This design comes from an exercise in tuning for small area and a short achievable clock period on the open sky130 flow, not from production work. Function was checked by simulation only, so behaviour that the tests miss may differ from the original. Power and IR drop assume default switching activity.

Design tdc_click_top, start of the top module:
module tdc_click_top #(
	parameter int WINDOW_CYCLES = 1000
) (
	input  logic        clk200_i,
	input  logic        gc_rst,
	input  logic        apb_psel_i,
	input  logic        apb_penable_i,
	input  logic        apb_pwrite_i,
	input  logic [7:0]  apb_paddr_i,
	input  logic [31:0] apb_pwdata_i,
	output logic [31:0] apb_prdata_o,
	output logic        apb_pready_o,
	output logic        apb_pslverr_o,
	input  logic        frame_i,
	input  logic        sdi_i,
	input  logic        pps_i,
	output logic        rec_valid_o,
	output logic [1:0]  rec_click_o,
	output logic [47:0] rec_gc_o,
	output logic [31:0] rec_tdc_o,
	output logic        count_valid_o
);
Settings: LEC_CHECK=0, CAP_MARGIN=20, CORE_MARGIN=2, CORE_UTILIZATION=40, SETUP_SLACK_MARGIN=5, SLEW_MARGIN=20; clock period 10.0 ns.
run.sh (not shown) runs the stock make flow with config.mk's settings and CLKGATE_MAP_FILE= SYNTH_SCRIPT=/design/flow/synth_recipe.tcl, a recipe that flattens the netlist after the stock synthesis.
Then changed:
--- a/flow/design.v
+++ b/flow/design.v
@@ -13,17 +13,17 @@
 	output logic             apb_pready_o,
 	output logic             apb_pslverr_o,
 	output logic             cfg_enable,
 	output logic             cfg_start,
 	output logic [2:0]       cfg_mode,
 	output logic [5:0]       cfg_index_bits,
 	output logic [5:0]       cfg_stop_bits,
 	output logic [13:0]      cfg_tdc_shift,
-	output logic             shift_wr,
+	output logic [13:0]      shift_next,
 	output logic [31:0]      cfg_gate0,
 	output logic [31:0]      cfg_gate1,
 	input  logic [CNT_W-1:0] cnt_total,
 	input  logic [CNT_W-1:0] cnt_click0,
 	input  logic [CNT_W-1:0] cnt_click1,
 	input  logic             cnt_latched
 );
 	localparam int TIME_W = 14;
@@ -65,17 +65,17 @@
 				end
 				REG_SHIFT: cfg_tdc_shift <= apb_pwdata_i[TIME_W-1:0];
 				REG_GATE0: cfg_gate0 <= apb_pwdata_i;
 				REG_GATE1: cfg_gate1 <= apb_pwdata_i;
 				default: ;
 			endcase
 		end
 	end
-	assign shift_wr = wr_en && (apb_paddr_i == REG_SHIFT);
+	assign shift_next = (wr_en && apb_paddr_i == REG_SHIFT) ? apb_pwdata_i[TIME_W-1:0] : cfg_tdc_shift;
 	always_comb begin
 		case (apb_paddr_i)
 			REG_CTRL:   apb_prdata_o = {23'd0, cnt_latched, 3'd0, cfg_mode, cfg_start, cfg_enable};
 			REG_FRAME:  apb_prdata_o = {16'd0, 2'd0, cfg_stop_bits, 2'd0, cfg_index_bits};
 			REG_SHIFT:  apb_prdata_o = {18'd0, cfg_tdc_shift};
 			REG_GATE0:  apb_prdata_o = cfg_gate0;
 			REG_GATE1:  apb_prdata_o = cfg_gate1;
 			REG_TOTAL:  apb_prdata_o = 32'(cnt_total);
@@ -90,18 +90,16 @@
 	input  logic        clk200_i,
 	input  logic        gc_rst,
 	input  logic        frame_i,
 	input  logic        sdi_i,
 	input  logic        cfg_enable,
 	input  logic [5:0]  cfg_index_bits,
 	input  logic [5:0]  cfg_stop_bits,
 	input  logic [13:0] shift_i,
-	input  logic [13:0] shift_wdata_i,
-	input  logic        shift_wr_i,
 	output logic        stop_valid_o,
 	output logic [31:0] word_o
 );
 	localparam int TDC_W = 32;
 	localparam int STRETCH_CYCLES = 4;
 	localparam logic [2:0] IDLE       = 3'd0;
 	localparam logic [2:0] WAIT_FRAME = 3'd1;
 	localparam logic [2:0] SKIP_INDEX = 3'd2;
@@ -109,22 +107,18 @@
 	localparam logic [2:0] HOLD       = 3'd4;
 	logic [2:0]       state;
 	logic [6:0]       bit_cnt;
 	logic             sdi_r;
 	logic             sdi_2r;
 	logic [TDC_W-1:0] shreg;
 	logic [TDC_W-1:0] shreg_next;
 	logic             last_bit;
-	logic [TDC_W-1:0] sum_reg;
-	logic [TDC_W-1:0] sum_wr;
 	assign shreg_next = {shreg[TDC_W-2:0], sdi_2r};
 	assign last_bit   = (state == SHIFT_STOP) && (bit_cnt == '0);
-	assign sum_reg    = shreg_next + {18'd0, shift_i};
-	assign sum_wr     = shreg_next + {18'd0, shift_wdata_i};
 	always_ff @(posedge clk200_i or posedge gc_rst) begin
 		if (gc_rst) begin
 			state        <= IDLE;
 			stop_valid_o <= 1'b0;
 		end else begin
 			stop_valid_o <= 1'b0;
 			case (state)
 				IDLE: begin
@@ -166,17 +160,17 @@
 			bit_cnt <= bit_cnt - 7'd1;
 	end
 	always_ff @(posedge clk200_i) begin
 		sdi_r  <= sdi_i;
 		sdi_2r <= sdi_r;
 		if (state == WAIT_FRAME)
 			shreg <= '0;
 		else if (last_bit)
-			shreg <= shift_wr_i ? sum_wr : sum_reg;
+			shreg <= shreg_next + {18'd0, shift_i};
 		else if (state == SHIFT_STOP)
 			shreg <= shreg_next;
 	end
 	assign word_o = shreg;
 endmodule
 `timescale 1ns/1ps
 module click_timestamp (
 	input  logic        clk200_i,
@@ -399,17 +393,17 @@
 	logic [31:0] cfg_gate0;
 	logic [31:0] cfg_gate1;
 	logic [CNT_W-1:0] cnt_total;
 	logic [CNT_W-1:0] cnt_click0;
 	logic [CNT_W-1:0] cnt_click1;
 	logic             cnt_latched;
 	logic        stop_valid;
 	logic [31:0] word;
-	logic        shift_wr;
+	logic [13:0] shift_next;
 	logic        click_pulse;
 	logic        in_gate0;
 	logic        in_gate1;
 	logic        gc_running;
 	apb_cfg_regs #(
 		.CNT_W (CNT_W)
 	) i_apb_regs (
 		.clk200_i       (clk200_i),
@@ -423,35 +417,33 @@
 		.apb_pready_o   (apb_pready_o),
 		.apb_pslverr_o  (apb_pslverr_o),
 		.cfg_enable     (cfg_enable),
 		.cfg_start      (cfg_start),
 		.cfg_mode       (cfg_mode),
 		.cfg_index_bits (cfg_index_bits),
 		.cfg_stop_bits  (cfg_stop_bits),
 		.cfg_tdc_shift  (cfg_tdc_shift),
-		.shift_wr       (shift_wr),
+		.shift_next     (shift_next),
 		.cfg_gate0      (cfg_gate0),
 		.cfg_gate1      (cfg_gate1),
 		.cnt_total      (cnt_total),
 		.cnt_click0     (cnt_click0),
 		.cnt_click1     (cnt_click1),
 		.cnt_latched    (cnt_latched)
 	);
 	stop_frame_rx i_frame_rx (
 		.clk200_i       (clk200_i),
 		.gc_rst         (gc_rst),
 		.frame_i        (frame_i),
 		.sdi_i          (sdi_i),
 		.cfg_enable     (cfg_enable),
 		.cfg_index_bits (cfg_index_bits),
 		.cfg_stop_bits  (cfg_stop_bits),
-		.shift_i        (cfg_tdc_shift),
-		.shift_wdata_i  (apb_pwdata_i[13:0]),
-		.shift_wr_i     (shift_wr),
+		.shift_i        (shift_next),
 		.stop_valid_o   (stop_valid),
 		.word_o         (word)
 	);
 	click_timestamp i_timestamp (
 		.clk200_i      (clk200_i),
 		.gc_rst        (gc_rst),
 		.pps_i         (pps_i),
 		.cfg_start     (cfg_start),
What happened: The new run passed the timing, design-rule and antenna checks. Core utilization increases by 0.71 points. Via count shrinks by 4.1%. Sequential power goes up by about 4%. Design area fell by 0.76%. Total power goes up by 61%.

## afterwards: timing with drivers on the ports
In the flow no input, the clock included, has a driving cell. The finished layouts below were timed again as built, in two steps.
Step 1, drivers: a clkbuf_16 drives clk200_i and a buf_2 each remaining input, both assumed.
Step 2 times the ports against the registers' clock, not the clock port: input delays grow and output delays shrink by t, the midpoint of the rising clock arrivals with the driver on.
a / b / c = no drivers / after step 1 / after step 2; a / b = the first two.
run | shift t [ns] | slack for setup (ns) | hold slack, ns | worst setup path at the end | worst register clock-pin slew, ns
the first run | 0.639 | 4.574 / 4.540 / 4.297 | 0.330 / 0.330 / 0.330 | input to register | 0.06 / 0.06
the second run | 0.631 | 4.464 / 4.410 / 4.087 | 0.330 / 0.330 / 0.330 | input to register | 0.07 / 0.07
After both steps setup and hold are still met in every run listed. For the second run, which loses most, drivers alone change the setup slack by -0.054 ns; drivers and shift together by -0.377 ns.
